This design comes from an exercise in tuning for small area, a short achievable clock period and few clock cycles per item on the open sky130 flow, not from production work.
Only the layout flow was run in this run; the RTL was not checked for function there.
Power is estimated from default activity; no workload was simulated.

==> design/flow/design.v <==
`timescale 1ns/1ns
`default_nettype none
module conv_top
(
    input  logic        clk,
    input  logic        rst,
    input  logic        start,
    input  logic [19:0] cfg_weight_base,
    input  logic [19:0] cfg_bias_base,
    input  logic [19:0] cfg_data_base,
    input  logic [19:0] cfg_result_base,
    input  logic [9:0]  cfg_rownum,
    input  logic [9:0]  cfg_columnnum,
    input  logic [9:0]  cfg_filternum,
    input  logic [7:0]  mem_rdata,
    output logic        mem_en,
    output logic        mem_we,
    output logic [19:0] mem_addr,
    output logic [7:0]  mem_wdata,
    output logic        conv_finish
);
    localparam logic [1:0] PH_LOAD  = 2'd0;
    localparam logic [1:0] PH_DATA  = 2'd1;
    localparam logic [1:0] PH_DRAIN = 2'd2;
    logic        busy;
    logic [1:0]  phase;
    logic [3:0]  tapcnt;       
    logic [19:0] wptr;
    logic [19:0] bptr;
    logic [19:0] rptr;
    logic [19:0] db;
    logic [19:0] cp;           
    logic [9:0]  nrows;
    logic [9:0]  ncols;
    logic [9:0]  rowcnt;       
    logic [9:0]  colcnt;       
    logic [9:0]  filtcnt;      
    logic [1:0]  wrow;         
    logic        rfirst;
    logic        cfirst;
    logic        en_q;
    logic        we_q;
    logic [19:0] addr_q;
    logic [7:0]  wdata_q;
    logic        tv0, tv1, tv2;
    logic [2:0]  tp0, tp1, tp2;
    logic [1:0]  te0, te1, te2;
    logic        t3_first, t3_initrow, t3_emit_a, t3_emit_b;
    logic        t4_emit_a, t4_emit_b;
    logic        t5_emit_b;
    logic        write_due;
    logic        rd_data;
    logic        rd_weight;
    logic        rd_bias;
    logic        rlast;
    logic        clast;
    logic        flast;
    logic        rd_first;
    logic        rd_last;
    logic        drained;
    logic [19:0] off;
    logic        off_cin;
    logic [19:0] data_addr;
    logic [19:0] ptr;
    logic [19:0] ptr_inc;
    logic [5:0]  tag_d;
    assign write_due = t4_emit_a || t5_emit_b;
    assign rd_data   = busy && !write_due && (phase == PH_DATA);
    assign rd_weight = busy && !write_due && (phase == PH_LOAD) && (tapcnt != 4'd9);
    assign rd_bias   = busy && !write_due && (phase == PH_LOAD) && (tapcnt == 4'd9);
    assign rlast     = (rowcnt == 10'd1);
    assign clast     = (colcnt == 10'd1);
    assign flast     = (filtcnt == 10'd1);
    assign rd_first  = (wrow == 2'd1);
    assign rd_last   = (wrow == 2'd2) || (wrow == 2'd0 && rlast)
                    || (wrow == 2'd1 && rfirst && rlast);
    assign drained   = (phase == PH_DRAIN) && (tapcnt == 4'd6);
    always_comb
    begin
        case (wrow)
            2'd0:    begin off = ~{10'd0, ncols}; off_cin = 1'b1; end
            2'd2:    begin off =  {10'd0, ncols}; off_cin = 1'b0; end
            default: begin off = 20'd0;           off_cin = !(rfirst && cfirst); end
        endcase
    end
    assign data_addr = cp + off + {19'd0, off_cin};
    assign ptr     = write_due ? rptr : ((tapcnt == 4'd9) ? bptr : wptr);
    assign ptr_inc = ptr + 20'd1;
    always_comb
    begin
        tag_d = 6'd0;
        if (rd_weight || rd_bias)
            tag_d = {1'b1, 2'd3, 3'd0};
        else if (rd_data)
            tag_d = {1'b1, wrow, rd_first && cfirst,
                     rd_last && !cfirst, rd_last && clast};
    end
    always_ff @(posedge clk)
    begin
        if (rst)
        begin
            busy        <= 1'b0;
            phase       <= PH_LOAD;
            en_q        <= 1'b0;
            we_q        <= 1'b0;
            tv0         <= 1'b0;
            te0         <= 2'd0;
            conv_finish <= 1'b0;
        end
        else
        begin
            tv0         <= tag_d[5];
            te0         <= tag_d[1:0];
            en_q        <= busy && (write_due || phase == PH_LOAD || phase == PH_DATA);
            we_q        <= busy && write_due;
            conv_finish <= busy && drained;
            if (!busy)
            begin
                if (start)
                begin
                    busy  <= 1'b1;
                    phase <= PH_LOAD;
                end
            end
            else if (drained)
                busy <= 1'b0;
            if (rd_bias)
                phase <= PH_DATA;
            if (rd_data && rd_last && clast && rlast)
                phase <= flast ? PH_DRAIN : PH_LOAD;
        end
    end
    always_ff @(posedge clk)
        addr_q <= rd_data ? data_addr : ptr;
    always_ff @(posedge clk)
    begin
        if (!busy)
        begin
            wptr    <= cfg_weight_base;
            bptr    <= cfg_bias_base;
            db      <= cfg_data_base;
            rptr    <= cfg_result_base;
            nrows   <= cfg_rownum;
            ncols   <= cfg_columnnum;
            filtcnt <= cfg_filternum;
            tapcnt  <= 4'd0;
        end
        else
        begin
            if (write_due)
                rptr <= ptr_inc;
            if (rd_weight)
            begin
                wptr   <= ptr_inc;
                tapcnt <= tapcnt + 4'd1;
            end
            if (rd_bias)
            begin
                bptr   <= ptr_inc;
                tapcnt <= 4'd0;
                cp     <= db;
                rowcnt <= nrows;
                colcnt <= ncols;
                rfirst <= 1'b1;
                cfirst <= 1'b1;
                wrow   <= 2'd1;
            end
            if (phase == PH_DRAIN)
                tapcnt <= tapcnt + 4'd1;
            if (rd_data)
            begin
                if (wrow == 2'd1)
                    cp <= data_addr;
                if (!rd_last)
                    wrow <= (wrow == 2'd1 && !rfirst) ? 2'd0 : 2'd2;
                else
                begin
                    wrow   <= 2'd1;
                    cfirst <= 1'b0;
                    colcnt <= colcnt - 10'd1;
                    if (clast)
                    begin
                        colcnt <= ncols;
                        cfirst <= 1'b1;
                        rowcnt <= rowcnt - 10'd1;
                        rfirst <= 1'b0;
                        if (rlast)
                            filtcnt <= filtcnt - 10'd1;
                    end
                end
            end
        end
    end
    assign mem_en    = en_q;
    assign mem_we    = we_q;
    assign mem_addr  = addr_q;
    assign mem_wdata = wdata_q;
    always_ff @(posedge clk)
    begin
        if (rst)
        begin
            tv1       <= 1'b0;
            te1       <= 2'd0;
            tv2       <= 1'b0;
            te2       <= 2'd0;
            t3_first  <= 1'b0;
            t3_emit_a <= 1'b0;
            t3_emit_b <= 1'b0;
            t4_emit_a <= 1'b0;
            t4_emit_b <= 1'b0;
            t5_emit_b <= 1'b0;
        end
        else
        begin
            tv1       <= tv0;
            te1       <= te0;
            tv2       <= tv1;
            te2       <= te1;
            t3_first  <= tv2 && (tp2[2:1] == 2'd1);
            t3_emit_a <= tv2 && te2[1];
            t3_emit_b <= tv2 && te2[0];
            t4_emit_a <= t3_emit_a;
            t4_emit_b <= t3_emit_b;
            t5_emit_b <= t4_emit_b;
        end
    end
    always_ff @(posedge clk)
    begin
        tp0        <= tag_d[4:2];
        tp1        <= tp0;
        tp2        <= tp1;
        t3_initrow <= tp2[0];
    end
    function automatic logic [37:0] mac(input logic [18:0] acc_s,
                                        input logic [18:0] acc_c,
                                        input logic [3:0]  one,
                                        input logic [3:0]  two,
                                        input logic [3:0]  neg,
                                        input logic [7:0]  w);
        logic [8:0]      mag;
        logic [3:0][8:0] pp;
        logic [18:0]     r0, r1, r2, r3, rk;
        logic [18:0]     s1, c1, s2, c2, s3, c3, s4, c4, s5, c5;
        for (int k = 0; k < 4; k++)
        begin
            mag   = one[k] ? {w[7], w} : (two[k] ? {w, 1'b0} : 9'd0);
            pp[k] = neg[k] ? ~mag : mag;
        end
        r0 = {10'd0, ~pp[0][8], pp[0][7:0]};
        r1 = { 8'd0, ~pp[1][8], pp[1][7:0], 1'b0, neg[0]};
        r2 = { 6'd0, ~pp[2][8], pp[2][7:0], 1'b0, neg[1], 2'd0};
        r3 = { 4'd0, ~pp[3][8], pp[3][7:0], 1'b0, neg[2], 4'd0};
        rk = 19'h7AB00 | {12'd0, neg[3], 6'd0};
        s1 = r0 ^ r1 ^ r2;
        c1 = ((r0 & r1) | (r0 & r2) | (r1 & r2)) << 1;
        s2 = r3 ^ rk ^ acc_c;
        c2 = ((r3 & rk) | (r3 & acc_c) | (rk & acc_c)) << 1;
        s3 = s1 ^ c1 ^ s2;
        c3 = ((s1 & c1) | (s1 & s2) | (c1 & s2)) << 1;
        s4 = s3 ^ c3 ^ c2;
        c4 = ((s3 & c3) | (s3 & c2) | (c3 & c2)) << 1;
        s5 = s4 ^ c4 ^ acc_s;
        c5 = ((s4 & c4) | (s4 & acc_s) | (c4 & acc_s)) << 1;
        mac = {c5, s5};
    endfunction
    logic [9:0][7:0]    wreg;          
    logic               in_data;
    logic [8:0]         xe;
    logic [3:0]         b_one, b_two, b_neg;
    logic [2:0]         row_sel, row_sel_a;
    logic [7:0]         w_a, w_b, w_d;
    logic [18:0]        a_s, a_c, b_s, b_c, d_s, d_c;
    logic [18:0]        src_as, src_ac, src_bs, src_bc, src_ds, src_dc;
    logic [18:0]        bias_x;
    logic [18:0]        a_sum;
    logic [7:0]         sat_a;
    always_ff @(posedge clk)
    begin
        if (tv2 && tp2[2:1] == 2'd3)
        begin
            for (int k = 0; k < 9; k++)
                wreg[k] <= wreg[k+1];
            wreg[9] <= mem_rdata;
        end
    end
    assign in_data = tv2 && (tp2[2:1] != 2'd3);
    assign xe      = {mem_rdata, 1'b0};
    always_ff @(posedge clk)
    begin
        for (int k = 0; k < 4; k++)
        begin
            b_one[k] <= in_data && (xe[2*k+1] ^ xe[2*k]);
            b_two[k] <= in_data && ((xe[2*k+2] && !xe[2*k+1] && !xe[2*k])
                                 || (!xe[2*k+2] && xe[2*k+1] && xe[2*k]));
            b_neg[k] <= in_data && xe[2*k+2];
        end
        for (int k = 0; k < 3; k++)
        begin
            row_sel[k]   <= (tp2[2:1] == 2'(k));
            row_sel_a[k] <= (tp2[2:1] == 2'(k)) && !t3_emit_b;
        end
    end
    always_comb
    begin
        w_d = 8'd0;
        w_b = 8'd0;
        w_a = 8'd0;
        for (int k = 0; k < 3; k++)
        begin
            w_d = w_d | ({8{row_sel[k]}}   & wreg[3*k]);
            w_b = w_b | ({8{row_sel[k]}}   & wreg[3*k+1]);
            w_a = w_a | ({8{row_sel_a[k]}} & wreg[3*k+2]);
        end
    end
    assign bias_x = {{11{wreg[9][7]}}, wreg[9]};
    always_comb
    begin
        if (t3_first || t4_emit_b)
        begin
            src_as = b_s;
            src_ac = b_c;
        end
        else
        begin
            src_as = a_s;
            src_ac = a_c;
        end
        if (!t3_first)
        begin
            src_bs = b_s;
            src_bc = b_c;
        end
        else if (t3_initrow)
        begin
            src_bs = bias_x;
            src_bc = 19'd0;
        end
        else
        begin
            src_bs = d_s;
            src_bc = d_c;
        end
        if (t3_first)
        begin
            src_ds = bias_x;
            src_dc = 19'd0;
        end
        else
        begin
            src_ds = d_s;
            src_dc = d_c;
        end
    end
    always_ff @(posedge clk)
    begin
        {a_c, a_s} <= mac(src_as, src_ac, b_one, b_two, b_neg, w_a);
        {b_c, b_s} <= mac(src_bs, src_bc, b_one, b_two, b_neg, w_b);
        {d_c, d_s} <= mac(src_ds, src_dc, b_one, b_two, b_neg, w_d);
    end
    assign a_sum = a_s + a_c;
    assign sat_a = a_sum[18] ? 8'd0 : ((|a_sum[17:11]) ? 8'd127 : {1'b0, a_sum[10:4]});
    always_ff @(posedge clk)
        wdata_q <= sat_a;
endmodule
`default_nettype wire
==> design/flow/flow/run.sh <==
#!/bin/bash
# The standard layout (the standard.sh, unchanged synthesis and steps),
# with the timing repair aiming at a setup slack of SETUP_SLACK_MARGIN ns
# instead of 0, so that it sizes and buffers the paths for a shorter period,
# and the smallest buffer on the ports (timing repair upsizes those that
# need it). The clock period and every constraint stay the design's.
set -euo pipefail
export SETUP_SLACK_MARGIN=${SETUP_SLACK_MARGIN:-8}
export BUFFER_PORTS_ARGS="-buffer_cell sky130_fd_sc_hd__buf_1"
export CTS_ARGS="-sink_clustering_enable -sink_clustering_size 32 -sink_clustering_max_diameter 70 -dont_use_dummy_load -repair_clock_nets"
bash standard.sh > standard.log 2>&1
==> design/flow/standard.sh <==
#!/bin/bash
# synth_recipe.tcl (not shown) runs the flow's synth.tcl, then flattens the netlist and writes it again
# the make line also repeats each setting of config.mk as NAME=value (left out here)
make -C /OpenROAD-flow-scripts/flow DESIGN_CONFIG=/design/flow/config.mk WORK_HOME=/design/flow/orfs CLKGATE_MAP_FILE= SYNTH_SCRIPT=/design/flow/synth_recipe.tcl "${@:-finish}"
==> design/flow/config.mk <==
export PLATFORM = sky130hd
export DESIGN_NAME = conv_top
export DESIGN_NICKNAME = conv_top
export VERILOG_FILES = /design/flow/design.v
export SDC_FILE = /design/flow/constraint.sdc
export NUM_CORES = 4
export LEC_CHECK = 0
export CAP_MARGIN = 20
export CORE_MARGIN = 2
export CORE_UTILIZATION = 75
export CTS_CLUSTER_DIAMETER = 80
export CTS_CLUSTER_SIZE = 24
export PLACE_DENSITY = 0.85
export SLEW_MARGIN = 20
==> design/flow/constraint.sdc <==
create_clock -name core_clock -period 11.5 [get_ports {clk}]
set_input_delay 2.3000 -clock core_clock [delete_from_list [all_inputs] [get_ports {clk}]]
set_output_delay 2.3000 -clock core_clock [all_outputs]
set_load 0.01 [all_outputs]
==> impl_metrics.csv <==
group,metric,value,unit
cells_and_area,design_area,25500,um2
grt,grt_max_degree,104,
worst_setup_path,crit_path_cell_trace,"a22oi_1 > nand2_2 > a22oi_1 > xnor2_1 > fa_1 > fa_1 > fa_1 > fa_1",
power_and_ir_drop,switching_share,0.317,
power_and_ir_drop,p_int,2.81,mW
timing,grt_setup_unrepaired,"yes",
power_and_ir_drop,power-per-cell-area,161,nW/um2
timing,fin_crit_sh,0.308,
cells_and_area,n_fill_cell,1816,
timing,worstMarginPinSlew,1.07,ns
cells_and_area,layout-drive-gt1-share,0.0895,
floorplanning,start_util,0.756,
synthesis,syn_nets,2558,
cells_and_area,num-nets-final,2674,
clock_network,cts_max_path_buffers,3,
worst_setup_path,startpoint_type,"flip-flop",
route,drc,0,
synthesis,synthArstFlopShare,0,
hold_path,min_path_type,"flip-flop to flip-flop",
outcome,status,"complete, no violations",
synthesis,synth_top_area_share,0.296,
placed_design,post_dp_cell_area,24500,um2
timing,setup_slack,7.96,ns
synthesis,synth.avg_cell_area,10.8,um2
synthesis,synth_edf_count,234,
worst_setup_path,cp_data_required_time,11.89,ns
worst_setup_path,endpoint_kind,"flip-flop",
worst_setup_path,cp.arrival,3.93,ns
placed_design,dp.cells,2666,
worst_setup_path,cp_slowest_cell,"fa_1",
timing,tns,0,ns
clock_network,insertion_delay,0.58,ns
cells_and_area,stdcell_count,2717,
placed_design,portBuffers,150,
power_and_ir_drop,seqPwrFrac,0.497,
clock_network,clk_pin_slew,0.11,ns
placed_design,gp_routability_congestion,0.953,
power_and_ir_drop,pwr-share-clk,0.207,
worst_setup_path,crit_path_frequent_cell,"fa_1",
route,vias,17100,
floorplanning,die_y,182,um
synthesis,syn_area,23700,um2
floorplanning,die_x,182,um
timing,clock-skew-final,0.0876,ns
run,drv_cap,0,
grt,grt_pass1_wl,88000,um
route,antenna_left,0,
power_and_ir_drop,leakagePower,10.5,nW
timing,period_needed,3.54,ns
synthesis,ys.flop_type,"edfxtp_1",
synthesis,synth_cell_type_count,80,
synthesis,ys_warn_count,1,
route,dr.pass1.iters,6,
route,vias_per_cell,6.30,
grt,first_global_vias,17000,
floorplanning,io-pin-count,152,
grt,grt_usage,0.335,
grt,antenna_found_initial,1,
worst_setup_path,cp_max_fo,16,
clock_network,root_buffer,"clkbuf_16",
clock_network,hold_buffers,0,
timing,setup_viol,0,
synthesis,synth_top_area_cell,"edfxtp_1",
route,wl_per_cell,20.5,um
timing,hold_viol,0,
placed_design,hpwl,39300,um
cells_and_area,syn_to_final_growth,7.63,%
grt,overflow,0,
floorplanning,rows,65,
worst_setup_path,slowest_delay,0.52,ns
clock_network,cts_tree,"done",
floorplanning,dieArea,33100,um2
timing,final_max_slew_viol_count,0,
route,drt-initial-drc-count,2031,
synthesis,synth_seq_cells,425,
placed_design,pre_cts_slack,7.49,ns
synthesis,yosysSeqAreaShare,0.457,
timing,hold_slack,0.318,ns
timing,relSlewSlack,0.282,
timing,fmax,0.282,GHz
floorplanning,coreArea,31400,um2
synthesis,synth_cells,2199,
power_and_ir_drop,pwr-share-comb,0.296,
power_and_ir_drop,max-vdd-ir-drop,124,uV
synthesis,yosys-top-cells-area,"edfxtp_1 30%, dfxtp_1 16%, fa_1 9.8%",
clock_network,cts.sinks,425,
power_and_ir_drop,switchingPower,1.30,mW
route,routed_wl,55600,um
clock_network,numCtsBuffers,25,
worst_setup_path,crit_type,"flip-flop to flip-flop",
clock_network,htreeDepth,1,
per-stage QoR:
step	total power [mW]	utilization
after CTS	4.10	0.805
after detailed placement	3.26	0.781
after floorplan	2.91	-
after global routing	4.38	0.814
after global placement	3.16	0.781
final	4.11	0.814
layer usage:
| layer | routed length, um | GRT usage | vias to the layer above | part of all wire |
|---|---|---|---|---|
| li1 | - | - | 7817 | - |
| met1 | 21000 | 0.433 | 8189 | 0.38 |
| met2 | 27300 | 0.575 | 933 | 0.49 |
| met3 | 4810 | 0.0501 | 167 | 0.087 |
| met4 | 2500 | 0.135 | 0 | 0.045 |
| met5 | 0 | 0 | - | 0 |
layout make-up:
type | count | area [um2] | share of cell area
multi-input combinational | 1471 | 11900 | 0.464
clock buffer | 25 | 626 | 0.0245
inverter | 196 | 736 | 0.0288
sequential | 425 | 10900 | 0.426
tap | 402 | 503 | 0.0197
timing repair buffer | 196 | 936 | 0.0366
antenna | 2 | 5.00 | 0.000196
placed cells by master (no fill, tap or decap), types with 22 or more instances in the layout:
cell type,n
edfxtp_1,234
nand2_1,200
inv_1,194
dfxtp_1,179
buf_1,150
nor2_1,122
ha_1,122
xnor2_1,117
fa_1,116
o21ai_0,110
a22oi_1,102
a21oi_1,99
xor2_1,59
mux2_2,47
buf_4,42
mux2i_1,41
nor2b_1,27
clkbuf_16,25
nor3_1,23
nand3_1,22
nand2_2,22
kinds of logic (layout without fill, tap and decap cells):
kind of cell / Yosys count / after routing / synth area share
flops: 425 / 425 / 0.457
other cells: 1 / 3 / 0.000158
xor+xnor: 177 / 177 / 0.0656
buf+inv: 303 / 417 / 0.0504
simple gates: 510 / 510 / 0.0990
compound gates: 449 / 449 / 0.121
fa+ha+maj: 238 / 238 / 0.162
mux: 96 / 96 / 0.0446
worst max-delay path, delay by kind of cell (launching register included):
family	cells	cell delay [ns]
compound gates	2	0.61
fa+ha+maj	4	1.91
simple gates	1	0.22
flops	1	0.43
xor+xnor	1	0.21
worst paths after layout:
kind | slack (ns) | to | depth (start not counted) | from
worst min register to register | 0.32 | tp1[0] | 0 | tp0[0]
worst min-delay path | 0.32 | tp1[0] | 0 | tp0[0]
worst max register to register | 7.96 | d_s[5] | 8 | row_sel[0]
worst max-delay path | 7.96 | d_s[5] | 8 | row_sel[0]
power groups by stage:
stage          registers (mW)  clock network (mW)  logic [mW]
3_3_place_gp             2.05                   0        1.10
6_report                 2.04               0.852        1.21
3_5_place_dp             2.07                   0        1.19
2_1_floorplan            2.01                   0       0.899
4_1_cts                  2.04               0.857        1.21
5_1_grt                  2.06               0.903        1.41
state kept, by name (all words and copies together), names as in the netlist, 10 cells and up:
register and count:
a_c 18, a_s 19, addr_q 20, b_c 18, b_s 19, bptr 20, colcnt 10, cp 20
d_c 18, d_s 19, db 20, filtcnt 10, ncols 10, nrows 10, rowcnt 10, rptr 20
wptr 20, wreg 80
synthesized netlist by cell type (18+ instances only):
library cell / number
a21oi_1: 100
a22oi_1: 110
and3_1: 21
clkbuf_1: 77
dfxtp_1: 191
edfxtp_1: 234
fa_1: 116
ha_1: 122
inv_1: 194
mux2_2: 47
mux2i_1: 42
nand2_1: 221
nand3_1: 23
nor2_1: 124
nor2b_1: 30
nor3_1: 25
o21a_1: 20
o21ai_0: 113
o21ai_1: 18
xnor2_1: 117
xor2_1: 59
repair_timing:
action                     CTS  global route
gates resized for setup     32            41
cloned                       0             0
pin swaps                    1            12
setup endpoints to repair   75            88
setup buffers                6            18

==> re-timing with driven ports <==
How much do the figures lean on ideal ports? The routed layout below was timed once more, with nothing changed but the port constraints. Step 1: set_driving_cell puts a clkbuf_16 on clk and a buf_2 on each other input, an assumption about the parent block. Step 2, shift: input delay + t, output delay - t, t = (earliest + latest rising clock arrival at the registers) / 2. This alone moves slack from input paths to output paths. Slacks: ideal / step 1 / step 2; pairs: ideal / step 1.
t, ns: 0.589
setup slack, ns: 7.957 / 7.957 / 7.957
hold WS [ns]: 0.318 / 0.318 / 0.318
worst data-port slew with drivers (ns): 0.13
cell pins on the clock port's net: 1
After both steps setup and hold are still met in this run. The setup slack of this run moves by 0.000 ns with the drivers and by 0.000 ns with both steps.
